Context: an optimization exercise on an open-source flow, tuned for small area, a short achievable clock period and few clock cycles per item. The choices shown serve that exercise and are no tape-out recipe.
RTL that was checked went through simulation tests only; none was proved equivalent to the original.
Only the layout flow was run in run 1; the RTL was not checked for function there.

## flow/design.v (module list and top-level ports; edited modules follow where they fit)
// module dft_booth_enc: 12 lines
// module dft_twiddle_cmul: 880 lines
// module dft_group_scaler: 104 lines
// module dft_butterfly: 13 lines
// module dft_credit_buffer: 77 lines
// module dft_stage: 39 lines
module dft_stage (
    input  logic          clk_i,
    input  logic          rst_n_i,
    input  logic          in_valid_i,
    input  logic [127:0]  in_group_i,
    input  logic [79:0]   twiddles_i,
    output logic          in_credit_o,
    output logic          out_valid_o,
    output logic [127:0]  out_group_o,
    input  logic          out_credit_i
);
  // ...
==> flow/flow/run.sh <==
#!/bin/bash
set -euo pipefail
MARGIN=6.5
sed 's|"\${@:-finish}"|SETUP_SLACK_MARGIN='"$MARGIN"' "${@:-finish}"|' standard.sh > standard_margin.sh
grep -q "SETUP_SLACK_MARGIN=$MARGIN" standard_margin.sh
bash standard_margin.sh finish > flow.log 2>&1
==> flow/standard.sh <==
#!/bin/bash
# synth_recipe.tcl (not shown) runs the flow's synth.tcl, then flattens the netlist and writes it again
# the make line also repeats each setting of config.mk as NAME=value (left out here)
make -C /OpenROAD-flow-scripts/flow DESIGN_CONFIG=/design/flow/config.mk WORK_HOME=/design/flow/orfs CLKGATE_MAP_FILE= SYNTH_SCRIPT=/design/flow/synth_recipe.tcl "${@:-finish}"
==> flow/config.mk <==
export PLATFORM = sky130hd
export DESIGN_NAME = dft_stage
export DESIGN_NICKNAME = dft_stage
export VERILOG_FILES = /design/flow/design.v
export SDC_FILE = /design/flow/constraint.sdc
export NUM_CORES = 4
export LEC_CHECK = 0
export CAP_MARGIN = 20
export CORE_MARGIN = 2
export CORE_UTILIZATION = 50
export SLEW_MARGIN = 20
==> flow/constraint.sdc <==
create_clock -name core_clock -period 10.0 [get_ports {clk_i}]
set_input_delay 2.0000 -clock core_clock [delete_from_list [all_inputs] [get_ports {clk_i}]]
set_output_delay 2.0000 -clock core_clock [all_outputs]
set_load 0.01 [all_outputs]
==> out/metrics.cfg, run 1 <==
[outcome]
status = finished clean

[yosys]
synth_fp_nets = 7808
synth_fa_ha_area_share_pct = 17.99
netlist.area_leader.share_pct = 28.09
synth-seq-cells = 1415

[routing]
wl_met3_mm = 16.93
top_layer_used = met5

[layout]
post-route-util_pct = 56.91
nets = 7932
synthToLayoutAreaGrowth_pct = 13.34
dominant_cells = multi-input gates

[worst_hold_path]
hold_end = i_scaler.m_a2_q[51]

[sta]
slew_violations = 0
max_freq_mhz = 291.0
fin_setup_tns_ns = 0
fin_crit_sh_pct = 34.37

[critical_path]
critPathLaunchType = flop
r2r-end = i_scaler.cs_q[0][43]
startpoint = i_buffer.out_q[72]
crit_path_max_incr_delay_ns = 0.36

[clocking]
htree_levels = 4

==> module dft_group_scaler, before the edit <==
module dft_group_scaler (
    input  logic           clk_i,
    input  logic           rst_n_i,
    input  logic           in_valid_i,
    input  logic [127:0]   in_group_i,
    input  logic [79:0]    twiddles_i,
    output logic           valid_o,
    output logic [59:0]    ha_o,
    output logic [59:0]    hb_o
);
    logic odd_q;        
    logic odd_arr;
    logic even_arr;
    logic [3:0] v_q;    
    logic [2:0] o_q;    
    assign odd_arr  = in_valid_i & odd_q;
    assign even_arr = in_valid_i & ~odd_q;
    always_ff @(posedge clk_i or negedge rst_n_i) begin
        if (!rst_n_i) begin
            odd_q <= 1'b0;
            v_q   <= '0;
            o_q   <= '0;
        end else begin
            if (in_valid_i) odd_q <= ~odd_q;
            v_q <= {v_q[2:0], in_valid_i};
            o_q <= {o_q[1:0], odd_arr};
        end
    end
    logic [119:0] enc;
    for (genvar k = 0; k < 4; k++) begin : g_enc
        dft_booth_enc i_enc_re (.t_i(twiddles_i[20*k+10 +: 10]), .enc_o(enc[30*k+15 +: 15]));
        dft_booth_enc i_enc_im (.t_i(twiddles_i[20*k +: 10]),    .enc_o(enc[30*k +: 15]));
    end
    logic [123:0] in_a;
    logic [123:0] in_b;
    logic [123:0] t_a_q;    
    logic [123:0] t_b_q;    
    assign in_a = {in_group_i[0*32 +: 32], enc[0*30 +: 30], in_group_i[2*32 +: 32], enc[2*30 +: 30]};
    assign in_b = {in_group_i[1*32 +: 32], enc[1*30 +: 30], in_group_i[3*32 +: 32], enc[3*30 +: 30]};
    always_ff @(posedge clk_i) begin
        if (odd_arr) t_b_q <= in_b;
        t_a_q <= odd_arr ? in_a : t_b_q;
    end
    logic [55:0] e_a_q;
    logic [55:0] e_b1_q;
    logic [55:0] e_b2_q;
    logic [55:0] sh_a;
    logic [55:0] sh_b;
    assign sh_a = {in_group_i[0*32+18 +: 14], in_group_i[0*32+2 +: 14],
                   in_group_i[2*32+18 +: 14], in_group_i[2*32+2 +: 14]};
    assign sh_b = {in_group_i[1*32+18 +: 14], in_group_i[1*32+2 +: 14],
                   in_group_i[3*32+18 +: 14], in_group_i[3*32+2 +: 14]};
    always_ff @(posedge clk_i) begin
        if (even_arr) begin
            e_a_q  <= sh_a;
            e_b1_q <= sh_b;
        end
        e_b2_q <= e_b1_q;
    end
    logic [149:0] cs_d [2];
    logic [149:0] cs_q [2];
    logic [59:0]  prod;
    for (genvar l = 0; l < 2; l++) begin : g_mul
        logic [61:0] op;
        logic [24:0] re_sum;
        logic [24:0] im_sum;
        assign op = t_a_q[123 - 62*l -: 62];
        dft_twiddle_cmul i_cmul (
            .s_re   (op[61:46]),
            .s_im   (op[45:30]),
            .enc_re (op[29:15]),
            .enc_im (op[14:0]),
            .re_r0  (cs_d[l][149:125]),
            .re_r1  (cs_d[l][124:100]),
            .re_r2  (cs_d[l][99:75]),
            .im_r0  (cs_d[l][74:50]),
            .im_r1  (cs_d[l][49:25]),
            .im_r2  (cs_d[l][24:0])
        );
        always_ff @(posedge clk_i) begin
            cs_q[l] <= cs_d[l];
        end
        assign re_sum = cs_q[l][149:125] + cs_q[l][124:100] + cs_q[l][99:75];
        assign im_sum = cs_q[l][74:50] + cs_q[l][49:25] + cs_q[l][24:0];
        assign prod[59 - 30*l -: 30] = {re_sum[24:10], im_sum[24:10]};
    end
    logic [59:0] ev_a;
    logic [59:0] ev_b;
    for (genvar k = 0; k < 4; k++) begin : g_widen
        assign ev_a[15*k +: 15] = {e_a_q[14*k+13], e_a_q[14*k +: 14]};
        assign ev_b[15*k +: 15] = {e_b2_q[14*k+13], e_b2_q[14*k +: 14]};
    end
    logic [59:0] m_a_q;
    logic [59:0] m_a2_q;
    logic [59:0] m_b_q;
    always_ff @(posedge clk_i) begin
        m_a_q  <= o_q[1] ? prod : ev_a;
        m_b_q  <= o_q[2] ? prod : ev_b;
        m_a2_q <= m_a_q;
    end
    assign valid_o = v_q[3];
    assign ha_o    = m_a2_q;
    assign hb_o    = m_b_q;
endmodule
==> module dft_butterfly, before the edit <==
module dft_butterfly (
    input  logic [59:0] pair_i,
    output logic [31:0] sum_o,
    output logic [31:0] diff_o
);
    logic signed [15:0] x_re, x_im, y_re, y_im;
    assign x_re = 16'($signed(pair_i[59:45]));
    assign x_im = 16'($signed(pair_i[44:30]));
    assign y_re = 16'($signed(pair_i[29:15]));
    assign y_im = 16'($signed(pair_i[14:0]));
    assign sum_o  = {x_re + y_re, x_im + y_im};
    assign diff_o = {x_re - y_re, x_im - y_im};
endmodule
==> module dft_credit_buffer, before the edit <==
module dft_credit_buffer (
    input  logic           clk_i,
    input  logic           rst_n_i,
    input  logic           in_valid_i,
    input  logic           wr_valid_i,
    input  logic [127:0]   wr_group_i,
    input  logic           out_credit_i,
    output logic           out_valid_o,
    output logic [127:0]   out_group_o,
    output logic           in_credit_o
);
    localparam int DEPTH = 4;
    localparam int RING  = DEPTH - 1;
    logic [127:0] mem_q [RING];
    logic [1:0]   wr_ptr_q;
    logic [1:0]   rd_ptr_q;
    logic [1:0]   ring_fill_q;   
    logic         head_q;        
    logic [127:0] out_q;
    logic [2:0]   sink_q;        
    logic [2:0]   up_q;          
    logic [3:0]   room_q;
    logic         valid_q;
    logic         pop;
    logic         head_free;     
    logic         to_head;       
    logic         from_ring;     
    logic         ring_wr;
    logic         head_next;
    logic [2:0]   sink_next;
    logic [2:0]   up_dec;
    logic [3:0]   room_inc;
    logic         ret;
    assign pop       = valid_q;
    assign head_free = !head_q || pop;
    assign from_ring = head_free && (ring_fill_q != '0);
    assign to_head   = head_free && (ring_fill_q == '0) && wr_valid_i;
    assign ring_wr   = wr_valid_i && !to_head;
    assign head_next = (head_q && !pop) || from_ring || to_head;
    assign sink_next = sink_q + 3'(out_credit_i) - 3'(pop);
    assign out_valid_o = valid_q;
    assign out_group_o = out_q;
    assign up_dec   = up_q - 3'(in_valid_i);
    assign room_inc = room_q + 4'(out_credit_i);
    assign ret      = (up_dec != 3'(4)) && (room_inc != '0);
    always_ff @(posedge clk_i) begin
        if (ring_wr) mem_q[wr_ptr_q] <= wr_group_i;
        if (from_ring) begin
            out_q <= mem_q[rd_ptr_q];
        end else if (to_head) begin
            out_q <= wr_group_i;
        end
    end
    always_ff @(posedge clk_i or negedge rst_n_i) begin
        if (!rst_n_i) begin
            wr_ptr_q    <= '0;
            rd_ptr_q    <= '0;
            ring_fill_q <= '0;
            head_q      <= 1'b0;
            valid_q     <= 1'b0;
            sink_q      <= 3'(4);
            up_q        <= 3'(4);
            room_q      <= 4'(DEPTH);
            in_credit_o <= 1'b0;
        end else begin
            if (ring_wr)   wr_ptr_q <= (wr_ptr_q == 2'(RING - 1)) ? '0 : wr_ptr_q + 1'b1;
            if (from_ring) rd_ptr_q <= (rd_ptr_q == 2'(RING - 1)) ? '0 : rd_ptr_q + 1'b1;
            ring_fill_q <= ring_fill_q + 2'(ring_wr) - 2'(from_ring);
            head_q      <= head_next;
            valid_q     <= head_next && (sink_next != '0);
            sink_q      <= sink_next;
            up_q        <= up_dec + 3'(ret);
            room_q      <= room_inc - 4'(ret);
            in_credit_o <= ret;
        end
    end
endmodule
==> module dft_stage, before the edit <==
module dft_stage (
    input  logic          clk_i,
    input  logic          rst_n_i,
    input  logic          in_valid_i,
    input  logic [127:0]  in_group_i,
    input  logic [79:0]   twiddles_i,
    output logic          in_credit_o,
    output logic          out_valid_o,
    output logic [127:0]  out_group_o,
    input  logic          out_credit_i
);
    logic        h_valid;
    logic [59:0] ha;
    logic [59:0] hb;
    dft_group_scaler i_scaler (
        .clk_i      (clk_i),
        .rst_n_i    (rst_n_i),
        .in_valid_i (in_valid_i),
        .in_group_i (in_group_i),
        .twiddles_i (twiddles_i),
        .valid_o    (h_valid),
        .ha_o       (ha),
        .hb_o       (hb)
    );
    logic [31:0] sum0, diff0, sum1, diff1;
    dft_butterfly i_bf_a (.pair_i(ha), .sum_o(sum0), .diff_o(diff0));
    dft_butterfly i_bf_b (.pair_i(hb), .sum_o(sum1), .diff_o(diff1));
    dft_credit_buffer i_buffer (
        .clk_i        (clk_i),
        .rst_n_i      (rst_n_i),
        .in_valid_i   (in_valid_i),
        .wr_valid_i   (h_valid),
        .wr_group_i   ({sum0, sum1, diff0, diff1}),
        .out_credit_i (out_credit_i),
        .out_valid_o  (out_valid_o),
        .out_group_o  (out_group_o),
        .in_credit_o  (in_credit_o)
    );
endmodule
==> run 2, diff against run 1 <==
--- a/flow/design.v
+++ b/flow/design.v
@@ -899,6 +899,9 @@
     input  logic [127:0]   in_group_i,
     input  logic [79:0]    twiddles_i,
-    output logic           valid_o,
+    input  logic           hold_a_i,
+    input  logic           hold_b_i,
+    output logic           ha_valid_o,
     output logic [59:0]    ha_o,
+    output logic           hb_valid_o,
     output logic [59:0]    hb_o
 );
@@ -906,5 +909,5 @@
     logic odd_arr;
     logic even_arr;
-    logic [3:0] v_q;    
+    logic [2:0] v_q;    
     logic [2:0] o_q;    
     assign odd_arr  = in_valid_i & odd_q;
@@ -917,5 +920,5 @@
         end else begin
             if (in_valid_i) odd_q <= ~odd_q;
-            v_q <= {v_q[2:0], in_valid_i};
+            v_q <= {v_q[1:0], in_valid_i};
             o_q <= {o_q[1:0], odd_arr};
         end
@@ -933,5 +936,5 @@
     assign in_b = {in_group_i[1*32 +: 32], enc[1*30 +: 30], in_group_i[3*32 +: 32], enc[3*30 +: 30]};
     always_ff @(posedge clk_i) begin
-        if (odd_arr) t_b_q <= in_b;
+        t_b_q <= in_b;
         t_a_q <= odd_arr ? in_a : t_b_q;
     end
@@ -943,11 +946,9 @@
     assign sh_a = {in_group_i[0*32+18 +: 14], in_group_i[0*32+2 +: 14],
                    in_group_i[2*32+18 +: 14], in_group_i[2*32+2 +: 14]};
-    assign sh_b = {in_group_i[1*32+18 +: 14], in_group_i[1*32+2 +: 14],
-                   in_group_i[3*32+18 +: 14], in_group_i[3*32+2 +: 14]};
+    assign sh_b = {t_b_q[123 -: 14], t_b_q[107 -: 14],
+                   t_b_q[61 -: 14],  t_b_q[45 -: 14]};
     always_ff @(posedge clk_i) begin
-        if (even_arr) begin
-            e_a_q  <= sh_a;
-            e_b1_q <= sh_b;
-        end
+        if (even_arr) e_a_q <= sh_a;
+        e_b1_q <= sh_b;
         e_b2_q <= e_b1_q;
     end
@@ -986,14 +987,24 @@
     end
     logic [59:0] m_a_q;
-    logic [59:0] m_a2_q;
     logic [59:0] m_b_q;
+    logic        m_a_valid_q;
+    logic        m_b_valid_q;
     always_ff @(posedge clk_i) begin
-        m_a_q  <= o_q[1] ? prod : ev_a;
-        m_b_q  <= o_q[2] ? prod : ev_b;
-        m_a2_q <= m_a_q;
-    end
-    assign valid_o = v_q[3];
-    assign ha_o    = m_a2_q;
-    assign hb_o    = m_b_q;
+        if (!hold_a_i) m_a_q <= o_q[1] ? prod : ev_a;
+        if (!hold_b_i) m_b_q <= o_q[2] ? prod : ev_b;
+    end
+    always_ff @(posedge clk_i or negedge rst_n_i) begin
+        if (!rst_n_i) begin
+            m_a_valid_q <= 1'b0;
+            m_b_valid_q <= 1'b0;
+        end else begin
+            if (!hold_a_i) m_a_valid_q <= v_q[1];
+            if (!hold_b_i) m_b_valid_q <= v_q[2];
+        end
+    end
+    assign ha_valid_o = m_a_valid_q;
+    assign hb_valid_o = m_b_valid_q;
+    assign ha_o       = m_a_q;
+    assign hb_o       = m_b_q;
 endmodule
 `timescale 1ns/10ps
@@ -1003,9 +1014,9 @@
     output logic [31:0] diff_o
 );
-    logic signed [15:0] x_re, x_im, y_re, y_im;
-    assign x_re = 16'($signed(pair_i[59:45]));
-    assign x_im = 16'($signed(pair_i[44:30]));
-    assign y_re = 16'($signed(pair_i[29:15]));
-    assign y_im = 16'($signed(pair_i[14:0]));
+    logic [15:0] x_re, x_im, y_re, y_im;
+    assign x_re = {pair_i[59], pair_i[59:45]};
+    assign x_im = {pair_i[44], pair_i[44:30]};
+    assign y_re = {pair_i[29], pair_i[29:15]};
+    assign y_im = {pair_i[14], pair_i[14:0]};
     assign sum_o  = {x_re + y_re, x_im + y_im};
     assign diff_o = {x_re - y_re, x_im - y_im};
@@ -1016,19 +1027,29 @@
     input  logic           rst_n_i,
     input  logic           in_valid_i,
-    input  logic           wr_valid_i,
-    input  logic [127:0]   wr_group_i,
+    input  logic           wa_valid_i,
+    input  logic [63:0]    wa_i,
+    input  logic           wb_valid_i,
+    input  logic [63:0]    wb_i,
     input  logic           out_credit_i,
     output logic           out_valid_o,
     output logic [127:0]   out_group_o,
+    output logic           hold_a_o,
+    output logic           hold_b_o,
     output logic           in_credit_o
 );
     localparam int DEPTH = 4;
-    localparam int RING  = DEPTH - 1;
-    logic [127:0] mem_q [RING];
-    logic [1:0]   wr_ptr_q;
-    logic [1:0]   rd_ptr_q;
+    localparam int RING  = DEPTH - 2;
+    logic [63:0]  mem_a_q [RING];
+    logic [63:0]  mem_b_q [RING];
+    logic         wr_ptr_q;
+    logic         rd_ptr_q;
     logic [1:0]   ring_fill_q;   
     logic         head_q;        
-    logic [127:0] out_q;
+    logic         head_c_q;      
+    logic [63:0]  out_a_q;
+    logic [63:0]  out_b_q;
+    logic         pa_q;          
+    logic         pa_head_q;     
+    logic         pa_idx_q;      
     logic [2:0]   sink_q;        
     logic [2:0]   up_q;          
@@ -1037,30 +1058,46 @@
     logic         pop;
     logic         head_free;     
-    logic         to_head;       
     logic         from_ring;     
+    logic         to_head;       
+    logic         ring_space;    
     logic         ring_wr;
+    logic         b_wr;          
+    logic         b_head;        
     logic         head_next;
+    logic         head_c_next;
     logic [2:0]   sink_next;
     logic [2:0]   up_dec;
     logic [3:0]   room_inc;
     logic         ret;
-    assign pop       = valid_q;
-    assign head_free = !head_q || pop;
-    assign from_ring = head_free && (ring_fill_q != '0);
-    assign to_head   = head_free && (ring_fill_q == '0) && wr_valid_i;
-    assign ring_wr   = wr_valid_i && !to_head;
-    assign head_next = (head_q && !pop) || from_ring || to_head;
-    assign sink_next = sink_q + 3'(out_credit_i) - 3'(pop);
+    assign pop        = valid_q;
+    assign head_free  = !head_q || pop;
+    assign from_ring  = head_free && (ring_fill_q != '0);
+    assign to_head    = head_free && (ring_fill_q == '0) && wa_valid_i;
+    assign ring_space = (ring_fill_q != 2'(RING)) || from_ring;
+    assign ring_wr    = wa_valid_i && !to_head && ring_space;
+    assign hold_a_o   = wa_valid_i && !to_head && !ring_space;
+    assign hold_b_o   = wb_valid_i && !pa_q;
+    assign b_wr       = pa_q && wb_valid_i;
+    assign b_head     = pa_head_q || (from_ring && (rd_ptr_q == pa_idx_q));
+    assign head_next   = (head_q && !pop) || from_ring || to_head;
+    assign head_c_next = from_ring || (head_q && !pop && (head_c_q || (pa_q && pa_head_q)));
+    assign sink_next   = sink_q + 3'(out_credit_i) - 3'(pop);
     assign out_valid_o = valid_q;
-    assign out_group_o = out_q;
+    assign out_group_o = {out_a_q[63:32], out_b_q[63:32], out_a_q[31:0], out_b_q[31:0]};
     assign up_dec   = up_q - 3'(in_valid_i);
     assign room_inc = room_q + 4'(out_credit_i);
     assign ret      = (up_dec != 3'(4)) && (room_inc != '0);
     always_ff @(posedge clk_i) begin
-        if (ring_wr) mem_q[wr_ptr_q] <= wr_group_i;
+        if (ring_wr) mem_a_q[wr_ptr_q] <= wa_i;
+        if (b_wr && !b_head) mem_b_q[pa_idx_q] <= wb_i;
         if (from_ring) begin
-            out_q <= mem_q[rd_ptr_q];
+            out_a_q <= mem_a_q[rd_ptr_q];
         end else if (to_head) begin
-            out_q <= wr_group_i;
+            out_a_q <= wa_i;
+        end
+        if (b_wr && b_head) begin
+            out_b_q <= wb_i;
+        end else if (from_ring) begin
+            out_b_q <= mem_b_q[rd_ptr_q];
         end
     end
@@ -1071,4 +1108,8 @@
             ring_fill_q <= '0;
             head_q      <= 1'b0;
+            head_c_q    <= 1'b0;
+            pa_q        <= 1'b0;
+            pa_head_q   <= 1'b0;
+            pa_idx_q    <= 1'b0;
             valid_q     <= 1'b0;
             sink_q      <= 3'(4);
@@ -1077,9 +1118,13 @@
             in_credit_o <= 1'b0;
         end else begin
-            if (ring_wr)   wr_ptr_q <= (wr_ptr_q == 2'(RING - 1)) ? '0 : wr_ptr_q + 1'b1;
-            if (from_ring) rd_ptr_q <= (rd_ptr_q == 2'(RING - 1)) ? '0 : rd_ptr_q + 1'b1;
+            if (ring_wr)   wr_ptr_q <= ~wr_ptr_q;
+            if (from_ring) rd_ptr_q <= ~rd_ptr_q;
             ring_fill_q <= ring_fill_q + 2'(ring_wr) - 2'(from_ring);
             head_q      <= head_next;
-            valid_q     <= head_next && (sink_next != '0);
+            head_c_q    <= head_c_next;
+            pa_q        <= to_head || ring_wr;
+            pa_head_q   <= to_head;
+            pa_idx_q    <= wr_ptr_q;
+            valid_q     <= head_next && head_c_next && (sink_next != '0);
             sink_q      <= sink_next;
             up_q        <= up_dec + 3'(ret);
@@ -1101,5 +1146,8 @@
     input  logic          out_credit_i
 );
-    logic        h_valid;
+    logic        ha_valid;
+    logic        hb_valid;
+    logic        hold_a;
+    logic        hold_b;
     logic [59:0] ha;
     logic [59:0] hb;
@@ -1110,6 +1158,9 @@
         .in_group_i (in_group_i),
         .twiddles_i (twiddles_i),
-        .valid_o    (h_valid),
+        .hold_a_i   (hold_a),
+        .hold_b_i   (hold_b),
+        .ha_valid_o (ha_valid),
         .ha_o       (ha),
+        .hb_valid_o (hb_valid),
         .hb_o       (hb)
     );
@@ -1121,9 +1172,13 @@
         .rst_n_i      (rst_n_i),
         .in_valid_i   (in_valid_i),
-        .wr_valid_i   (h_valid),
-        .wr_group_i   ({sum0, sum1, diff0, diff1}),
+        .wa_valid_i   (ha_valid),
+        .wa_i         ({sum0, diff0}),
+        .wb_valid_i   (hb_valid),
+        .wb_i         ({sum1, diff1}),
         .out_credit_i (out_credit_i),
         .out_valid_o  (out_valid_o),
         .out_group_o  (out_group_o),
+        .hold_a_o     (hold_a),
+        .hold_b_o     (hold_b),
         .in_credit_o  (in_credit_o)
     );
==> flow/flow/run.sh (replaced) <==
#!/bin/bash
set -euo pipefail
MARGIN=6.6
sed 's|"\${@:-finish}"|SETUP_SLACK_MARGIN='"$MARGIN"' "${@:-finish}"|' standard.sh > standard_margin.sh
grep -q "SETUP_SLACK_MARGIN=$MARGIN" standard_margin.sh
bash standard_margin.sh finish > flow.log 2>&1
--- a/flow/config.mk
+++ b/flow/config.mk
@@ -8,4 +8,4 @@
 export CAP_MARGIN = 20
 export CORE_MARGIN = 2
-export CORE_UTILIZATION = 50
+export CORE_UTILIZATION = 60
 export SLEW_MARGIN = 20
==> out/metrics.cfg, run 2 <==
[routing]
vias_per_cell = 5.877  ; was 5.643
drc = 0  ; unchanged
totalWireLength_mm = 194.9  ; was 217.9 mm
first_pass_iters = 7  ; was 6
drtAntennaViolNets = 0  ; unchanged
wire_per_inst_um = 23.55  ; was 23.97 µm
drt-initial-drc-count = 4457  ; was 4627
vias = 48640  ; was 51310

[yosys]
syn_inst = 6420  ; was 6779
synth_edf_count = 548  ; was 732
synth_area_leaders = edfxtp_1 23%, dfxtp_1 18%, fa_1 14%, xnor2_1 8.8%, a22oi_1 6.3%  ; was edfxtp_1 28%, dfxtp_1 17%, fa_1 13%, xnor2_1 8.1%, a22oi_1 5.8%
yosysSeqAreaShare_pct = 42.17  ; was 45.74%
synth.distinct_cells = 78  ; was 76
synth_fp_nets = 7449  ; was 7808
netlist.area_leader.share_pct = 22.87  ; was 28.09%
syn_avg_cell_area_um2 = 11.21  ; was 11.54 µm²
synthFlopType = dfxtp_1  ; was edfxtp_1
mappedNetlistArea_mm2 = 0.07195  ; was 0.07825 mm²
synthArstFlopShare_pct = 2.431  ; was 1.908%
ys_warn_count = 5  ; unchanged
synth_most_common_cell = inv_1  ; unchanged
netlist_top_cells_count = 731 x inv_1, 724 x xnor2_1, 656 x dfxtp_1  ; was 741 x inv_1, 732 x edfxtp_1, 726 x xnor2_1
synth-seq-cells = 1234  ; was 1415
yosysTopAreaCell = edfxtp_1  ; unchanged

[clocking]
clk_pin_slew_ns = 0.06  ; about the same
cts_buffers = 132  ; was 151
htree_levels = 4  ; unchanged
tritoncts = yes  ; unchanged
clock_latency_ns = 0.77  ; was 0.79 ns
hold_buffers = 0  ; unchanged
cts.sinks = 1234  ; was 1415
clockBufferDepth = 3  ; unchanged
root_buffer = clkbuf_16  ; unchanged

[placement]
globalplace.congestion = 0.9022  ; was 0.8773
post-place-ws_ns = 5.553  ; was 5.119 ns
io_buffers = 341  ; unchanged
dp.cells = 8015  ; was 8802
dp_hpwl_mm = 135.4  ; was 150.4 mm

[sta]
period_minus_slack_ns = 3.423  ; was 3.437 ns
hold_viol = 0  ; unchanged
rsz0062_at_grt = yes  ; was no
setup_ws_ns = 6.577  ; was 6.563 ns
setup_viol = 0  ; unchanged
finClkSkew_ns = 0.02344  ; was 0.02520 ns
max_freq_mhz = 292.1  ; was 291.0 MHz
slew_violations = 0  ; unchanged
worstMarginPinSlew_ns = 1.197  ; was 1.271 ns
fin_crit_sh_pct = 34.23  ; was 34.37%
fin_setup_tns_ns = 0  ; unchanged
slew_headroom_pct = 20.08  ; was 15.13%

[global_routing]
grt_max_degree = 110  ; was 126
grt_pass1_vias = 48810  ; was 51020
overflow = 0  ; unchanged
grtUsageTotal_pct = 31.92  ; was 27.13%
grt_pass1_wl_mm = 296.0  ; was 322.5 mm
antenna_found_initial = 16  ; was 10

[critical_path]
critPathLaunchType = flop  ; unchanged
r2r_cells = 11  ; was 8
r2r_setup_slack_ns = 6.58  ; was 6.57 ns
regToRegStartpoint = i_scaler.cs_q[0][5]  ; was i_scaler.t_a_q[75]
critPathKind = flop to flop  ; was flop to output pin
crit_path_end_kind = flop  ; was output pin
cp_data_required_time_ns = 10.51  ; was 8.00 ns
arrival_ns = 3.94  ; was 1.44 ns
critPathCapture = i_scaler.m_a_q[42]  ; was out_group_o[72]
crit_fanout = 4  ; was 1
r2r-end = i_scaler.m_a_q[42]  ; was i_scaler.cs_q[0][43]
startpoint = i_scaler.cs_q[0][5]  ; was i_buffer.out_q[72]

[layout]
drive_above_1_share_pct = 11.93  ; was 9.245%
synthToLayoutAreaGrowth_pct = 13.25  ; was 13.34%
largest-register = i_scaler.cs_q  ; was i_buffer.mem_q
largest_reg_flops = 296  ; was 372
nets = 7583  ; was 7932
final_cell_mix = 725 x inv_1, 718 x xnor2_1, 612 x dfxtp_1, 602 x a22oi_1, 548 x edfxtp_1  ; was 739 x inv_1, 732 x edfxtp_1, 724 x xnor2_1, 607 x dfxtp_1, 602 x a22oi_1
layout.cells.non_filler = 8276  ; was 9093
fill_cells = 9149  ; was 13110
final_common_cell = inv_1  ; unchanged

[die]
die_area_mm2 = 0.1227  ; was 0.1597 mm²
die_y_um = 350.3  ; was 399.6 µm
num_rows = 127  ; was 145
initial_core_util_pct = 60.22  ; was 50.21%
die_w_um = 350.3  ; was 399.6 µm
core_area_mm2 = 0.1195  ; was 0.1558 mm²
ios = 342  ; unchanged

[run]
cap_violations = 0  ; unchanged

[worst_hold_path]
hp-class = flop to flop  ; unchanged

[outcome]
status = finished clean  ; unchanged

-- run 2: cells by family (layout without fill, tap and decap cells) --
logic type / Yosys count / count (layout) / synth area share (%)
AO/OA/AOI/OAI: 1302 / 1302 / 12.30
XOR/XNOR: 881 / 881 / 10.72
adder cells (fa/ha/maj): 817 / 817 / 19.56
buffers and inverters: 1200 / 1434 / 6.284
flip-flops: 1234 / 1234 / 42.17
multiplexers: 295 / 295 / 4.425
other: 0 / 10 / 0
AND/OR/NAND/NOR: 691 / 691 / 4.539
-- run 2: area by class of cell --
| type | instances | area (µm²) | share of cell area [%] |
|---|---|---|---|
| antenna | 10 | 25.02 | 0.03071 |
| clock buffer | 163 | 3596 | 4.413 |
| multi-input combinational | 3986 | 37700 | 46.27 |
| sequential | 1234 | 30460 | 37.38 |
| inverter | 741 | 2796 | 3.432 |
| tap | 1612 | 2017 | 2.475 |
| clock inverter | 71 | 918.4 | 1.127 |
| timing repair buffer | 459 | 3975 | 4.878 |
-- run 2: worst max-delay path, cell delays in order, from the launching register on --
cell and delay (ns):
dfxtp_2 0.32, fa_1 0.48, ha_1 0.31, a211o_1 0.30, a21oi_4 0.20, a2111oi_4 0.10
buf_4 0.17, o21a_4 0.22, a211o_1 0.31, a311oi_2 0.34, xnor2_2 0.13, mux2_4 0.27
-- run 2: per-stage QoR --
stage	hold WS, ns	util, %	area, µm²
5_1_grt	0.3275	68.17	81460
3_3_place_gp	0.3102	64.06	76550
2_1_floorplan	0.3096	-	72060
6_report	0.3082	68.19	81490
3_5_place_dp	0.3121	64.06	76550
4_1_cts	0.3153	67.91	81140
-- run 2: worst min-delay path by stage --
stage	from	endpoint	slack, ns	cells after the start
2_1_floorplan	i_scaler.e_b1_q[0]	i_scaler.e_b2_q[0]	0.31	0
3_3_place_gp	i_scaler.e_b1_q[46]	i_scaler.e_b2_q[46]	0.31	0
3_5_place_dp	i_scaler.e_b1_q[20]	i_scaler.e_b2_q[20]	0.31	0
4_1_cts	i_scaler.e_b1_q[55]	i_scaler.e_b2_q[55]	0.32	0
5_1_grt	i_scaler.e_b1_q[4]	i_scaler.e_b2_q[4]	0.33	0
6_report	i_scaler.e_b1_q[55]	i_scaler.e_b2_q[55]	0.31	0
-- run 2: what timing repair did --
item                                    in CTS  in global routing
setup buffers                               10                  7
pin swaps                                   27                 31
endpoints found under the hold margin        0                  0
endpoints found under the setup margin     369                191
gates resized for setup                    480                122
-- run 2: routing by layer --
metal / GRT usage, % / wire length (µm) / vias up
li1: - / - / 21950
met1: 44.99 / 83050 / 24030
met2: 49.28 / 87390 / 2248
met3: 6.256 / 17550 / 407
met4: 11.65 / 6872 / 8
met5: 0 / 51 / -
Testbench counts of run 2, summed over its fixed seeds: cycles 2,088, items 2,048.
==> run 3, diff against run 2 <==
--- a/flow/design.v
+++ b/flow/design.v
@@ -1009,4 +1009,45 @@
 endmodule
 `timescale 1ns/10ps
+module dft_bk_add #(
+    parameter int W = 16
+) (
+    input  logic [W-1:0] a_i,
+    input  logic [W-1:0] b_i,
+    input  logic         ci_i,
+    output logic [W-1:0] s_o
+);
+    localparam int L = $clog2(W);
+    logic [W-1:0] p0;
+    logic [W-1:0] g0;
+    logic [W-1:0] gs [2*L];
+    logic [W-1:0] ps [2*L];
+    assign p0 = a_i ^ b_i;
+    assign g0 = a_i & b_i;
+    assign gs[0] = {g0[W-1:1], g0[0] | (p0[0] & ci_i)};
+    assign ps[0] = p0;
+    for (genvar l = 0; l < L; l++) begin : g_up
+        for (genvar i = 0; i < W; i++) begin : g_bit
+            if ((i + 1) % (1 << (l + 1)) == 0) begin : g_op
+                assign gs[l+1][i] = gs[l][i] | (ps[l][i] & gs[l][i-(1<<l)]);
+                assign ps[l+1][i] = ps[l][i] & ps[l][i-(1<<l)];
+            end else begin : g_pass
+                assign gs[l+1][i] = gs[l][i];
+                assign ps[l+1][i] = ps[l][i];
+            end
+        end
+    end
+    for (genvar l = L - 2; l >= 0; l--) begin : g_down
+        for (genvar i = 0; i < W; i++) begin : g_bit
+            if ((i + 1) % (1 << (l + 1)) == (1 << l) && i >= (1 << (l + 1))) begin : g_op
+                assign gs[2*L-1-l][i] = gs[2*L-2-l][i] | (ps[2*L-2-l][i] & gs[2*L-2-l][i-(1<<l)]);
+                assign ps[2*L-1-l][i] = ps[2*L-2-l][i] & ps[2*L-2-l][i-(1<<l)];
+            end else begin : g_pass
+                assign gs[2*L-1-l][i] = gs[2*L-2-l][i];
+                assign ps[2*L-1-l][i] = ps[2*L-2-l][i];
+            end
+        end
+    end
+    assign s_o = p0 ^ {gs[2*L-1][W-2:0], ci_i};
+endmodule
 module dft_butterfly (
     input  logic [59:0] pair_i,
@@ -1019,6 +1060,8 @@
     assign y_re = {pair_i[29], pair_i[29:15]};
     assign y_im = {pair_i[14], pair_i[14:0]};
-    assign sum_o  = {x_re + y_re, x_im + y_im};
-    assign diff_o = {x_re - y_re, x_im - y_im};
+    dft_bk_add #(.W(16)) i_sum_re  (.a_i(x_re), .b_i(y_re),  .ci_i(1'b0), .s_o(sum_o[31:16]));
+    dft_bk_add #(.W(16)) i_sum_im  (.a_i(x_im), .b_i(y_im),  .ci_i(1'b0), .s_o(sum_o[15:0]));
+    dft_bk_add #(.W(16)) i_diff_re (.a_i(x_re), .b_i(~y_re), .ci_i(1'b1), .s_o(diff_o[31:16]));
+    dft_bk_add #(.W(16)) i_diff_im (.a_i(x_im), .b_i(~y_im), .ci_i(1'b1), .s_o(diff_o[15:0]));
 endmodule
 `timescale 1ns/10ps
==> out/metrics.cfg, run 3 <==
[outcome]
status = finished clean  ; unchanged

[die]
num_rows = 126  ; was 127
die_y_um = 348.4  ; was 350.3 µm
die_area_mm2 = 0.1214  ; was 0.1227 mm²
die_w_um = 348.4  ; was 350.3 µm
ios = 342  ; unchanged
core_area_mm2 = 0.1179  ; was 0.1195 mm²
initial_core_util_pct = 60.35  ; was 60.22%

[layout]
largest-register = i_scaler.cs_q  ; unchanged
multi_input_area_mm2 = 0.03702  ; was 0.03770 mm²
final_area_mm2 = 0.08109  ; was 0.08149 mm²
largest_reg_flops = 296  ; unchanged
final_cell_mix = 779 x inv_1, 671 x xnor2_1, 620 x dfxtp_1, 600 x a22oi_1, 556 x fa_1  ; was 725 x inv_1, 718 x xnor2_1, 612 x dfxtp_1, 602 x a22oi_1, 548 x edfxtp_1
drive_above_1_share_pct = 13.53  ; was 11.93%
final_common_cell = inv_1  ; unchanged
fill_cells = 8841  ; was 9149
synthToLayoutAreaGrowth_pct = 13.95  ; was 13.25%
seqCellArea_mm2 = 0.03042  ; was 0.03046 mm²
nets = 7438  ; was 7583

[clocking]
htree_levels = 4  ; unchanged
cts.sinks = 1234  ; unchanged
cts_buffers = 131  ; was 132
clk_pin_slew_ns = 0.06  ; about the same
hold_buffers = 0  ; unchanged
clock_latency_ns = 0.76  ; was 0.77 ns
clockBufferDepth = 3  ; unchanged
tritoncts = yes  ; unchanged
root_buffer = clkbuf_16  ; unchanged

[routing]
drc = 0  ; unchanged
vias_per_cell = 5.860  ; was 5.877
top_layer_used = met5  ; unchanged
drt-initial-drc-count = 4526  ; was 4457
wl_met3_mm = 14.81  ; was 17.55 mm
totalWireLength_mm = 188.4  ; was 194.9 mm
drtAntennaViolNets = 0  ; unchanged
wl_met2_mm = 87.74  ; was 87.39 mm
vias = 46960  ; was 48640
drt-met1-wl_mm = 79.82  ; was 83.05 mm
wire_per_inst_um = 23.51  ; was 23.55 µm
first_pass_iters = 6  ; was 7

[sta]
hold_viol = 0  ; unchanged
fin_crit_sh_pct = 34.21  ; was 34.23%
fin_setup_tns_ns = 0  ; unchanged
worstMarginPinSlew_ns = 1.198  ; was 1.197 ns
slew_headroom_pct = 20.02  ; was 20.08%
period_minus_slack_ns = 3.421  ; was 3.423 ns
finClkSkew_ns = 0.03193  ; was 0.02344 ns
rsz0062_at_grt = yes  ; unchanged
max_freq_mhz = 292.3  ; was 292.1 MHz
setup_viol = 0  ; unchanged
slew_violations = 0  ; unchanged

[yosys]
yosysTopAreaCell = edfxtp_1  ; unchanged
synth_most_common_cell = inv_1  ; unchanged
synth_edf_count = 548  ; unchanged
synthArstFlopShare_pct = 2.431  ; unchanged
syn_avg_cell_area_um2 = 11.50  ; was 11.21 µm²
syn_inst = 6189  ; was 6420
mappedNetlistArea_mm2 = 0.07117  ; was 0.07195 mm²
ys_warn_count = 8  ; was 5
synth_fp_nets = 7262  ; was 7449
synth.distinct_cells = 68  ; was 78
netlist.area_leader.share_pct = 23.12  ; was 22.87%
synthFlopType = dfxtp_1  ; unchanged
synth_area_leaders = edfxtp_1 23%, dfxtp_1 18%, fa_1 16%, xnor2_1 8.5%, a22oi_1 6.3%  ; was edfxtp_1 23%, dfxtp_1 18%, fa_1 14%, xnor2_1 8.8%, a22oi_1 6.3%
yosysSeqAreaShare_pct = 42.64  ; was 42.17%
netlist_top_cells_count = 786 x inv_1, 690 x xnor2_1, 656 x dfxtp_1  ; was 731 x inv_1, 724 x xnor2_1, 656 x dfxtp_1
synth-seq-cells = 1234  ; unchanged

[critical_path]
r2r_setup_slack_ns = 6.58  ; about the same
regToRegStartpoint = i_scaler.cs_q[0][128]  ; was i_scaler.cs_q[0][5]
path_delay_family = flip-flops  ; was compound AO/OA/AOI/OAI gates
crit_fanout = 1  ; was 4
critPathLaunchType = flop  ; unchanged
r2r_cells = 12  ; was 11
critPathKind = flop to output pin  ; was flop to flop
cp_data_required_time_ns = 8.00  ; was 10.51 ns
r2r-end = i_scaler.m_a_q[58]  ; was i_scaler.m_a_q[42]
path_buf_inv = 1  ; unchanged
crit_path_end_kind = output pin  ; was flop
arrival_ns = 1.42  ; was 3.94 ns
critPathSlowestCell = edfxtp_1  ; was fa_1
cp.depth = 1  ; was 11
crit_path_cell_trace = buf_2  ; was fa_1 > ha_1 > a211o_1 > a21oi_4 > a2111oi_4 > buf_4 > o21a_4 > a211o_1 > a311oi_2 > xnor2_2 > mux2_4
crit_path_max_incr_delay_ns = 0.48  ; about the same

[global_routing]
grt_pass1_vias = 47160  ; was 48810
grtUsageTotal_pct = 31.05  ; was 31.92%
grt_max_degree = 107  ; was 110
overflow = 0  ; unchanged
antenna_found_initial = 14  ; was 16
grt_pass1_wl_mm = 285.1  ; was 296.0 mm

[placement]
io_buffers = 341  ; unchanged
place_area_mm2 = 0.07578  ; was 0.07655 mm²
globalplace.congestion = 0.8927  ; was 0.9022
dp_hpwl_mm = 130.2  ; was 135.4 mm

[worst_hold_path]
min_path_cells = 0  ; unchanged
worstHoldStart = i_scaler.e_b1_q[24]  ; was i_scaler.e_b1_q[55]
hp-class = flop to flop  ; unchanged
hold_end = i_scaler.e_b2_q[24]  ; was i_scaler.e_b2_q[55]

[run]
cap_violations = 0  ; unchanged

run 3: cell types whose count changed in the layout (fill, tap and decap cells not counted), moves of 33 or more:
cell / delta
fa_1: +44
buf_4: +33
nand2_1: -49
inv_1: +54
mux2i_1: -38
nor2_1: -66
nor2b_1: +39
xnor2_1: -47
o21ai_0: -37
run 3: cell type report:
cell class	count	share of cell area, %
multi-input combinational	3715	45.66
tap	1536	2.370
timing repair buffer	488	5.031
clock inverter	64	1.103
antenna	2	0.006172
clock buffer	179	4.620
inverter	795	3.695
sequential	1234	37.52
run 3: what timing repair did:
action / 4_1_cts / 5_1_grt
setup buffers: 25 / 13
setup endpoints to repair: 385 / 283
resized for setup: 537 / 165
pin swaps: 41 / 74
run 3: worst max path at each step:
stage | slack (ns) | to | start
after floorplan | 6.43 | i_buffer.mem_b_q[0][10] | i_buffer.valid_q
after global placement | 5.37 | i_scaler.t_a_q[50] | in_valid_i
after detailed placement | 5.27 | i_scaler.t_a_q[99] | in_valid_i
after CTS | 6.52 | out_group_o[30] | i_buffer.out_b_q[30]
after global routing | 6.46 | i_buffer.out_a_q[41] | i_scaler.m_a_q[0]
final | 6.58 | out_group_o[30] | i_buffer.out_b_q[30]
run 3: per-stage QoR:
step | hold slack [ns] | instances | worst slack (ns) | util, %
floorplan | 0.3096 | 6189 | 6.425 | -
global placement | 0.3104 | 7730 | 5.371 | 64.26
detailed placement | 0.3121 | 7730 | 5.268 | 64.26
CTS | 0.2982 | 7998 | 6.521 | 68.29
global route | 0.3265 | 8011 | 6.463 | 68.76
finish | 0.2974 | 8013 | 6.579 | 68.77
run 3: logic make-up after synthesis:
kind of cell	share of synthesized area, %
AOI/OAI and AO/OA	11.56
DFF	42.64
muxes	4.019
xor gates and xnor gates	10.21
buffers and inverters	6.572
adders and majority gates	21.18
and+or+nand+nor	3.819
run 3: routing by layer:
metal / global-route usage, % / vias to the layer above
met4: 10.64 / 14
met2: 49.27 / 2005
li1: - / 21040
met3: 5.750 / 349
met1: 43.18 / 23550
met5: 0 / -
Testbench counts of run 3, summed over its fixed seeds: cycles 2,088, items 2,048.
==> run 4, diff against run 3 <==
==> flow/flow/run.sh (replaced) <==
#!/bin/bash
set -euo pipefail
MARGIN=6.6
content=$(<standard.sh)
needle='"${@:-finish}"'
repl="SETUP_SLACK_MARGIN=$MARGIN 'BUFFER_PORTS_ARGS=-buffer_cell sky130_fd_sc_hd__buf_2' \"\${@:-finish}\""
printf '%s\n' "${content/"$needle"/$repl}" > standard_margin.sh
grep -q "SETUP_SLACK_MARGIN=$MARGIN 'BUFFER_PORTS_ARGS" standard_margin.sh
bash standard_margin.sh finish > flow.log 2>&1
==> out/metrics.cfg, run 4 <==
[yosys]
syn_inst = 6189  ; unchanged
netlist.area_leader.share_pct = 23.12  ; unchanged
synth_fp_nets = 7262  ; unchanged
synth_area_leaders = edfxtp_1 23%, dfxtp_1 18%, fa_1 16%, xnor2_1 8.5%, a22oi_1 6.3%  ; unchanged
netlist_top_cells_count = 786 x inv_1, 690 x xnor2_1, 656 x dfxtp_1  ; unchanged
synth_most_common_cell = inv_1  ; unchanged
mappedNetlistArea_mm2 = 0.07117  ; unchanged
synth.distinct_cells = 68  ; unchanged
synth-seq-cells = 1234  ; unchanged
synth_edf_count = 548  ; unchanged
ys_warn_count = 8  ; unchanged
synthArstFlopShare_pct = 2.431  ; unchanged
yosysSeqAreaShare_pct = 42.64  ; unchanged
synthFlopType = dfxtp_1  ; unchanged
yosysTopAreaCell = edfxtp_1  ; unchanged
syn_avg_cell_area_um2 = 11.50  ; unchanged

[layout]
largest-register = i_scaler.cs_q  ; unchanged
layout.cells.non_filler = 8008  ; was 8013
nets = 7431  ; was 7438
largest_reg_flops = 296  ; unchanged
fill_cells = 9050  ; was 8841
post-route-util_pct = 67.51  ; was 68.77%
final_common_cell = inv_1  ; unchanged
final_cell_mix = 780 x inv_1, 678 x xnor2_1, 616 x dfxtp_1, 600 x a22oi_1, 558 x fa_1  ; was 779 x inv_1, 671 x xnor2_1, 620 x dfxtp_1, 600 x a22oi_1, 556 x fa_1
final_area_mm2 = 0.07961  ; was 0.08109 mm²
drive_above_1_share_pct = 16.50  ; was 13.53%
synthToLayoutAreaGrowth_pct = 11.86  ; was 13.95%
multi_input_area_mm2 = 0.03691  ; was 0.03702 mm²
seqCellArea_mm2 = 0.03042  ; about the same

[routing]
vias = 46480  ; was 46960
wire_per_inst_um = 23.40  ; was 23.51 µm
drc = 0  ; unchanged
drtAntennaViolNets = 0  ; unchanged
vias_per_cell = 5.804  ; was 5.860
totalWireLength_mm = 187.4  ; was 188.4 mm
drt-initial-drc-count = 4462  ; was 4526
first_pass_iters = 6  ; unchanged

[placement]
dp_hpwl_mm = 129.3  ; was 130.2 mm
dp.cells = 7729  ; was 7730
globalplace.congestion = 0.9081  ; was 0.8927
io_buffers = 341  ; unchanged
post-place-ws_ns = 5.797  ; was 5.268 ns
place_area_mm2 = 0.07408  ; was 0.07578 mm²

[critical_path]
critPathKind = flop to output pin  ; unchanged
r2r_setup_slack_ns = 6.63  ; was 6.58 ns
cp_data_required_time_ns = 8.00  ; about the same
arrival_ns = 1.43  ; was 1.42 ns
crit_path_end_kind = output pin  ; unchanged
path_delay_family = flip-flops  ; unchanged
crit_fanout = 1  ; unchanged
critPathLaunchType = flop  ; unchanged
critPathSlowestCell = edfxtp_1  ; unchanged
path_buf_inv = 1  ; unchanged
crit_path_cell_trace = buf_2  ; unchanged
crit_path_max_incr_delay_ns = 0.47  ; was 0.48 ns

[global_routing]
grtUsageTotal_pct = 31.06  ; was 31.05%
grt_pass1_vias = 46670  ; was 47160
overflow = 0  ; unchanged
grt_pass1_wl_mm = 284.9  ; was 285.1 mm
grt_max_degree = 112  ; was 107
antenna_found_initial = 22  ; was 14

[sta]
setup_ws_ns = 6.572  ; was 6.579 ns
max_freq_mhz = 291.7  ; was 292.3 MHz
hold_viol = 0  ; unchanged
slew_violations = 0  ; unchanged
fin_setup_tns_ns = 0  ; unchanged
period_minus_slack_ns = 3.428  ; was 3.421 ns
fin_crit_sh_pct = 34.28  ; was 34.21%
hold-worst-slack_ns = 0.3169  ; was 0.2974 ns
finClkSkew_ns = 0.04893  ; was 0.03193 ns
worstMarginPinSlew_ns = 1.201  ; was 1.198 ns
rsz0062_at_grt = yes  ; unchanged
setup_viol = 0  ; unchanged
slew_headroom_pct = 19.84  ; was 20.02%

[die]
core_area_mm2 = 0.1179  ; unchanged
initial_core_util_pct = 60.35  ; unchanged
ios = 342  ; unchanged
die_w_um = 348.4  ; unchanged
die_y_um = 348.4  ; unchanged
num_rows = 126  ; unchanged
die_area_mm2 = 0.1214  ; unchanged

[clocking]
clockBufferDepth = 3  ; unchanged
clk_pin_slew_ns = 0.06  ; about the same
clock_latency_ns = 0.78  ; was 0.76 ns
htree_levels = 4  ; unchanged
cts_buffers = 131  ; unchanged
root_buffer = clkbuf_16  ; unchanged
tritoncts = yes  ; unchanged
cts.sinks = 1234  ; unchanged

[outcome]
status = finished clean  ; unchanged

[run]
cap_violations = 0  ; unchanged

[worst_hold_path]
hp-class = flop to flop  ; unchanged

[run 4: layer usage]
layer,vias to the layer above,track usage [%],part of all wire [%]
met1,23140,44.20,43
li1,21050,-,-
met4,12,10.84,3.5
met3,346,5.777,7.9
met5,-,0,0.039
met2,1935,48.04,45
[run 4: final cells by class]
type                            instances  share of cell area (%)
Multi-Input combinational cell       3716                   46.37
Sequential cell                      1234                   38.22
Clock buffer                          172                   4.630
Inverter                              795                   3.772
Timing Repair Buffer                  480                   3.587
Tap cell                             1536                   2.414
Clock inverter                         63                  0.9729
Antenna cell                           12                 0.03772
[run 4: worst paths after layout]
path,startpoint,to,depth (start not counted)
setup / recovery,i_buffer.out_b_q[30],out_group_o[30],1
hold / removal,i_scaler.e_b1_q[12],i_scaler.e_b2_q[12],0
setup reg to reg,i_scaler.m_b_q[0],i_buffer.out_b_q[46],13
hold reg to reg,i_scaler.e_b1_q[12],i_scaler.e_b2_q[12],0
max in group asynchronous,rst_n_i,i_buffer.rd_ptr_q,1
min in group asynchronous,rst_n_i,i_scaler.v_q[2],1
[run 4: kinds of logic after synthesis]
logic type | Yosys count | synth area share [%]
flip-flops | 1234 | 42.64
XOR/XNOR | 830 | 10.21
buffers and inverters | 1240 | 6.572
AO/OA/AOI/OAI | 1206 | 11.56
AND/OR/NAND/NOR | 556 | 3.819
multiplexers | 262 | 4.019
adder cells (fa/ha/maj) | 861 | 21.18
[run 4: timing repair]
item | 4_1_cts | 5_1_grt
buffers inserted | 13 | 18
setup endpoints to repair | 234 | 183
pin swaps | 29 | 65
gates resized for setup | 76 | 119
gates cloned | 0 | 1
hold buffers | 0 | 0
==> run 5, diff against run 4 <==
--- a/flow/flow/run.sh
+++ b/flow/flow/run.sh
@@ -1,5 +1,5 @@
 #!/bin/bash
 set -euo pipefail
-MARGIN=6.6
+MARGIN=6.75
 content=$(<standard.sh)
 needle='"${@:-finish}"'
==> out/metrics.cfg, run 5 <==
[outcome]
status = finished clean  ; unchanged

[die]
num_rows = 126  ; unchanged
die_w_um = 348.4  ; unchanged
core_area_mm2 = 0.1179  ; unchanged
initial_core_util_pct = 60.35  ; unchanged
die_y_um = 348.4  ; unchanged
ios = 342  ; unchanged
die_area_mm2 = 0.1214  ; unchanged

[sta]
max_freq_mhz = 291.3  ; was 291.7 MHz
finClkSkew_ns = 0.03574  ; was 0.04893 ns
slew_headroom_pct = 23.89  ; was 19.84%
setup_ws_ns = 6.567  ; was 6.572 ns
fin_setup_tns_ns = 0  ; unchanged
hold_viol = 0  ; unchanged
fin_crit_sh_pct = 34.33  ; was 34.28%
slew_violations = 0  ; unchanged
worstMarginPinSlew_ns = 1.140  ; was 1.201 ns
setup_viol = 0  ; unchanged
period_minus_slack_ns = 3.433  ; was 3.428 ns
rsz0062_at_grt = yes  ; unchanged

[layout]
final_cell_mix = 773 x inv_1, 658 x xnor2_1, 609 x dfxtp_1, 600 x a22oi_1, 548 x edfxtp_1  ; was 780 x inv_1, 678 x xnor2_1, 616 x dfxtp_1, 600 x a22oi_1, 558 x fa_1
largest_reg_flops = 296  ; unchanged
post-route-util_pct = 68.94  ; was 67.51%
fill_cells = 8766  ; was 9050
synthToLayoutAreaGrowth_pct = 14.23  ; was 11.86%
largest-register = i_scaler.cs_q  ; unchanged
nets = 7483  ; was 7431
final_common_cell = inv_1  ; unchanged
drive_above_1_share_pct = 18.88  ; was 16.50%

[yosys]
syn_avg_cell_area_um2 = 11.50  ; unchanged
synth.distinct_cells = 68  ; unchanged
syn_inst = 6189  ; unchanged
synth_top_family_by_area = adder cells  ; unchanged
synthArstFlopShare_pct = 2.431  ; unchanged
synth_edf_count = 548  ; unchanged
synth-seq-cells = 1234  ; unchanged
synth-compound-area-share_pct = 11.56  ; unchanged
ys_warn_count = 8  ; unchanged
synth_fp_nets = 7262  ; unchanged
synthXorXnorAreaFrac_pct = 10.21  ; unchanged
netlist_top_cells_count = 786 x inv_1, 690 x xnor2_1, 656 x dfxtp_1  ; unchanged
yosysSeqAreaShare_pct = 42.64  ; unchanged
synthFlopType = dfxtp_1  ; unchanged
netlist.area_leader.share_pct = 23.12  ; unchanged
synthSimpleGateAreaFrac_pct = 3.819  ; unchanged
synth_area_leaders = edfxtp_1 23%, dfxtp_1 18%, fa_1 16%, xnor2_1 8.5%, a22oi_1 6.3%  ; unchanged
synth_fa_ha_area_share_pct = 21.18  ; unchanged
yosysTopAreaCell = edfxtp_1  ; unchanged
mappedNetlistArea_mm2 = 0.07117  ; unchanged
synth_most_common_cell = inv_1  ; unchanged
muxShareOfSynthArea_pct = 4.019  ; unchanged

[routing]
drt-initial-drc-count = 4385  ; was 4462
totalWireLength_mm = 191.4  ; was 187.4 mm
wire_per_inst_um = 23.72  ; was 23.40 µm
vias_per_cell = 5.818  ; was 5.804
drtAntennaViolNets = 0  ; unchanged
vias = 46940  ; was 46480
first_pass_iters = 6  ; unchanged
drc = 0  ; unchanged

[critical_path]
arrival_ns = 1.43  ; about the same
critPathSlowestCell = edfxtp_1  ; unchanged
crit_fanout = 1  ; unchanged
critPathLaunchType = flop  ; unchanged
crit_path_max_incr_delay_ns = 0.47  ; about the same
path_delay_family = flip-flops  ; unchanged
cp_data_required_time_ns = 8.00  ; about the same
critPathKind = flop to output pin  ; unchanged
crit_path_cell_trace = buf_2  ; unchanged
path_buf_inv = 1  ; unchanged
crit_path_end_kind = output pin  ; unchanged

[clocking]
clock_latency_ns = 0.78  ; about the same
clk_pin_slew_ns = 0.06  ; about the same
htree_levels = 4  ; unchanged
hold_buffers = 0  ; unchanged
cts_buffers = 132  ; was 131
cts.sinks = 1234  ; unchanged
tritoncts = yes  ; unchanged
clockBufferDepth = 3  ; unchanged
root_buffer = clkbuf_16  ; unchanged

[placement]
post-place-ws_ns = 5.850  ; was 5.797 ns
globalplace.congestion = 0.8905  ; was 0.9081
dp_hpwl_mm = 129.4  ; was 129.3 mm
io_buffers = 341  ; unchanged

[worst_hold_path]
hp-class = flop to flop  ; unchanged

[global_routing]
grtUsageTotal_pct = 31.36  ; was 31.06%
grt_pass1_wl_mm = 287.1  ; was 284.9 mm
antenna_found_initial = 26  ; was 22
overflow = 0  ; unchanged
grt_max_degree = 96  ; was 112
grt_pass1_vias = 46980  ; was 46670

[run]
cap_violations = 0  ; unchanged

[run 5: cell counts after synthesis]
No cell type changed its count.
[run 5: worst register-to-register path: stages, from the launching register on]
cell	delay [ns]
edfxtp_1	0.42
buf_6	0.15
ha_4	0.15
fa_2	0.35
nor2b_1	0.14
o21bai_1	0.25
a21oi_2	0.11
o21ai_1	0.18
a21oi_2	0.09
o31ai_2	0.24
a21oi_2	0.12
a221o_1	0.35
fa_1	0.47
nand2_1	0.08
o21ai_1	0.06
[run 5: routing by layer]
layer	track usage [%]	part of all wire [%]
met3	6.230	8.4
met4	10.19	3.5
met5	0.4002	0.065
met2	49.07	46
met1	44.11	42
[run 5: final cells by class]
class	count	area, µm²	share of cell area, %
multi-input cells	3716	37780	46.48
flip-flops and latches	1234	30470	37.48
clock buffers	190	3799	4.673
repair buffers	531	3716	4.571
inverters	795	3003	3.694
well taps	1536	1922	2.364
clock inverters	53	571.8	0.7034
diodes	13	32.53	0.04002
[run 5: final timing paths]
check | startpoint | endpoint | slack, ns | cells after the start
min in group asynchronous | rst_n_i | i_scaler.v_q[0] | 1.28 | 1
hold / removal | i_scaler.e_b1_q[10] | i_scaler.e_b2_q[10] | 0.31 | 0
max in group asynchronous | rst_n_i | i_buffer.rd_ptr_q | 8.17 | 1
setup / recovery | i_buffer.out_b_q[30] | out_group_o[30] | 6.57 | 1
setup reg to reg | i_scaler.m_b_q[0] | i_buffer.out_b_q[46] | 6.57 | 14
hold reg to reg | i_scaler.e_b1_q[10] | i_scaler.e_b2_q[10] | 0.31 | 0
[run 5: logic make-up after synthesis]
family | Yosys count
AO/OA/AOI/OAI | 1206
multiplexers | 262
AND/OR/NAND/NOR | 556
adder cells (fa/ha/maj) | 861
buffers and inverters | 1240
flip-flops | 1234
XOR/XNOR | 830
[run 5: what timing repair did]
item / in CTS / in global routing
gates cloned: 2 / 0
endpoints found under the setup margin: 521 / 432
setup buffers: 41 / 44
pin swaps: 59 / 132
gates resized for setup: 174 / 302
[run 5: stage by stage]
stage	instances	cell area [µm²]	hold WS [ns]
2_1_floorplan	6189	71360	0.3096
3_3_place_gp	7724	74090	0.3099
3_5_place_dp	7724	74090	0.3121
4_1_cts	8010	79540	0.3162
5_1_grt	8056	81260	0.3276
6_report	8068	81290	0.3133
==> run 6, diff against run 5 <==
--- a/flow/flow/run.sh
+++ b/flow/flow/run.sh
@@ -1,5 +1,5 @@
 #!/bin/bash
 set -euo pipefail
-MARGIN=6.75
+MARGIN=6.5
 content=$(<standard.sh)
 needle='"${@:-finish}"'
==> out/metrics.cfg, run 6 <==
[outcome]
status = finished clean  ; unchanged

[yosys]
synth-seq-cells = 1234  ; unchanged
netlist_top_cells_count = 786 x inv_1, 690 x xnor2_1, 656 x dfxtp_1  ; unchanged
yosysTopAreaCell = edfxtp_1  ; unchanged
netlist.area_leader.share_pct = 23.12  ; unchanged
synth_fp_nets = 7262  ; unchanged
ys_warn_count = 8  ; unchanged
syn_inst = 6189  ; unchanged
synthArstFlopShare_pct = 2.431  ; unchanged
synth_most_common_cell = inv_1  ; unchanged
synth.distinct_cells = 68  ; unchanged
synthFlopType = dfxtp_1  ; unchanged
synth_area_leaders = edfxtp_1 23%, dfxtp_1 18%, fa_1 16%, xnor2_1 8.5%, a22oi_1 6.3%  ; unchanged
yosysSeqAreaShare_pct = 42.64  ; unchanged
syn_avg_cell_area_um2 = 11.50  ; unchanged
mappedNetlistArea_mm2 = 0.07117  ; unchanged
synth_edf_count = 548  ; unchanged

[layout]
fill_cells = 9080  ; was 8766
multi_input_area_mm2 = 0.03652  ; was 0.03778 mm²
largest_reg_flops = 296  ; unchanged
drive_above_1_share_pct = 15.48  ; was 18.88%
final_common_cell = inv_1  ; unchanged
synthToLayoutAreaGrowth_pct = 10.94  ; was 14.23%
nets = 7416  ; was 7483
final_cell_mix = 786 x inv_1, 685 x xnor2_1, 618 x dfxtp_1, 600 x a22oi_1, 565 x fa_1  ; was 773 x inv_1, 658 x xnor2_1, 609 x dfxtp_1, 600 x a22oi_1, 548 x edfxtp_1
seqCellArea_mm2 = 0.03042  ; was 0.03047 mm²
largest-register = i_scaler.cs_q  ; unchanged

[critical_path]
critPathKind = flop to flop  ; was flop to output pin
crit_path_max_incr_delay_ns = 0.55  ; was 0.47 ns
arrival_ns = 3.96  ; was 1.43 ns
cp_data_required_time_ns = 10.48  ; was 8.00 ns
crit_path_end_kind = flop  ; was output pin
crit_fanout = 3  ; was 1
critPathLaunchType = flop  ; unchanged
crit_path_cell_trace = ha_2 > fa_2 > nor2b_1 > o21bai_1 > a21oi_2 > o21ai_2 > a21oi_2 > o31ai_2 > a21oi_2 > a221o_1 > fa_1 > nand2_1 > o21ai_0  ; was buf_2
critPathSlowestCell = fa_1  ; was edfxtp_1
critPathMostFrequentCell = a21oi_2

[global_routing]
antenna_found_initial = 25  ; was 26
overflow = 0  ; unchanged
grt_max_degree = 124  ; was 96
grt_pass1_vias = 46430  ; was 46980
grtUsageTotal_pct = 30.90  ; was 31.36%
grt_pass1_wl_mm = 283.3  ; was 287.1 mm

[sta]
rsz0062_at_grt = yes  ; unchanged
fin_setup_tns_ns = 0  ; unchanged
period_minus_slack_ns = 3.472  ; was 3.433 ns
slew_violations = 0  ; unchanged
setup_ws_ns = 6.528  ; was 6.567 ns
finClkSkew_ns = 0.03617  ; was 0.03574 ns
fin_crit_sh_pct = 34.72  ; was 34.33%
setup_viol = 0  ; unchanged
slew_headroom_pct = 20.34  ; was 23.89%
worstMarginPinSlew_ns = 1.193  ; was 1.140 ns
hold_viol = 0  ; unchanged
max_freq_mhz = 288.0  ; was 291.3 MHz
hold-worst-slack_ns = 0.3143  ; was 0.3133 ns

[clocking]
root_buffer = clkbuf_16  ; unchanged
clock_latency_ns = 0.77  ; was 0.78 ns
htree_levels = 4  ; unchanged
clockBufferDepth = 3  ; unchanged
cts.sinks = 1234  ; unchanged
tritoncts = yes  ; unchanged
clk_pin_slew_ns = 0.06  ; about the same
cts_buffers = 130  ; was 132
hold_buffers = 0  ; unchanged

[routing]
drtAntennaViolNets = 0  ; unchanged
totalWireLength_mm = 185.8  ; was 191.4 mm
drc = 0  ; unchanged
wire_per_inst_um = 23.22  ; was 23.72 µm
vias = 46380  ; was 46940
vias_per_cell = 5.799  ; was 5.818
drt-initial-drc-count = 4256  ; was 4385
first_pass_iters = 6  ; unchanged

[die]
die_w_um = 348.4  ; unchanged
die_y_um = 348.4  ; unchanged
ios = 342  ; unchanged
num_rows = 126  ; unchanged
initial_core_util_pct = 60.35  ; unchanged
die_area_mm2 = 0.1214  ; unchanged
core_area_mm2 = 0.1179  ; unchanged

[placement]
io_buffers = 341  ; unchanged
globalplace.congestion = 0.8788  ; was 0.8905
dp_hpwl_mm = 128.6  ; was 129.4 mm
post-place-ws_ns = 5.766  ; was 5.850 ns

[worst_hold_path]
hp-class = flop to flop  ; unchanged

[run]
cap_violations = 0  ; unchanged

-- run 6: cell type report --
| class | count | area share (%) |
|---|---|---|
| inverter | 795 | 3.789 |
| clock inverter | 70 | 0.9350 |
| timing repair buffer | 467 | 3.374 |
| tap | 1536 | 2.434 |
| multi-input combinational | 3715 | 46.25 |
| sequential | 1234 | 38.53 |
| antenna | 14 | 0.04437 |
| clock buffer | 167 | 4.648 |
-- run 6: stage by stage --
stage | instance area [µm²] | utilization (%) | instances
3_5_place_dp | 74010 | 62.76 | 7726
6_report | 78950 | 66.95 | 7998
4_1_cts | 78610 | 66.66 | 7972
5_1_grt | 78920 | 66.93 | 7986
3_3_place_gp | 74010 | 62.76 | 7726
2_1_floorplan | 71240 | - | 6189
-- run 6: path summary, 6_finish.rpt --
check                                    startpoint                    to  slack [ns]  cells past startpoint
min in group asynchronous                   rst_n_i  i_buffer.in_credit_o        1.30                      1
worst min-delay path            i_scaler.e_b1_q[22]   i_scaler.e_b2_q[22]        0.31                      0
worst max-delay path             i_scaler.m_b_q[30]  i_buffer.out_b_q[46]        6.53                     13
max in group asynchronous                   rst_n_i     i_buffer.rd_ptr_q        8.11                      1
worst max register to register   i_scaler.m_b_q[30]  i_buffer.out_b_q[46]        6.53                     13
worst min register to register  i_scaler.e_b1_q[22]   i_scaler.e_b2_q[22]        0.31                      0
-- run 6: cell families after synthesis --
group,Yosys count,synth area share (%)
and+or+nand+nor,556,3.819
AOI/OAI and AO/OA,1206,11.56
xor gates and xnor gates,830,10.21
buffers and inverters,1240,6.572
DFF,1234,42.64
muxes,262,4.019
adders and majority gates,861,21.18
-- run 6: critical path: cells and delay by family (launching register included) --
| kind | cells | cell delay, ns |
|---|---|---|
| compound gates | 8 | 1.42 |
| flops | 1 | 0.45 |
| simple gates | 2 | 0.22 |
| fa+ha+maj | 3 | 1.10 |
-- run 6: routing by layer --
layer / up-vias / track usage (%) / wire length, µm
met5: - / 0 / 122
met4: 20 / 11.06 / 6441
met3: 365 / 5.926 / 14890
met2: 1917 / 47.55 / 83750
met1: 23040 / 43.92 / 80550
li1: 21040 / - / -
-- run 6: timing repair --
item                                    in CTS  in global routing
resized for setup                           40                 61
buffers inserted                             9                 12
pin swaps                                   12                 32
endpoints found under the setup margin     141                175

afterwards: timing with drivers on the ports:
How much do the figures lean on ideal ports? The routed layouts below were timed once more, with nothing changed but the port constraints.
Step 1 (the two cells are an assumption about what drives the block):
set clk [get_ports {clk_i}]
set_driving_cell -lib_cell sky130_fd_sc_hd__clkbuf_16 $clk
set_driving_cell -lib_cell sky130_fd_sc_hd__buf_2 [delete_from_list [all_inputs] $clk]
Step 2 times the ports against the registers' clock, not the clock port: input delays grow and output delays shrink by t, the midpoint of the rising clock arrivals with the driver on.
Slacks: ideal / step 1 / step 2; pairs: ideal / step 1.
| run | t (ns) | slack for setup (ns) | worst slew at a driven data input, ns |
|---|---|---|---|
| run 1 | 0.865 | 6.563 / 6.480 / 5.897 | 0.20 |
| run 2 | 0.833 | 6.577 / 6.521 / 5.919 | 0.17 |
| run 3 | 0.827 | 6.579 / 6.498 / 6.028 | 0.16 |
| run 4 | 0.834 | 6.572 / 6.498 / 5.983 | 0.18 |
| run 5 | 0.846 | 6.567 / 6.486 / 6.025 | 0.17 |
| run 6 | 0.831 | 6.528 / 6.491 / 5.990 | 0.16 |
After both steps setup and hold are still met in every run listed. The setup slack of run 1, which loses most, moves by -0.083 ns with the drivers and by -0.666 ns with both steps.
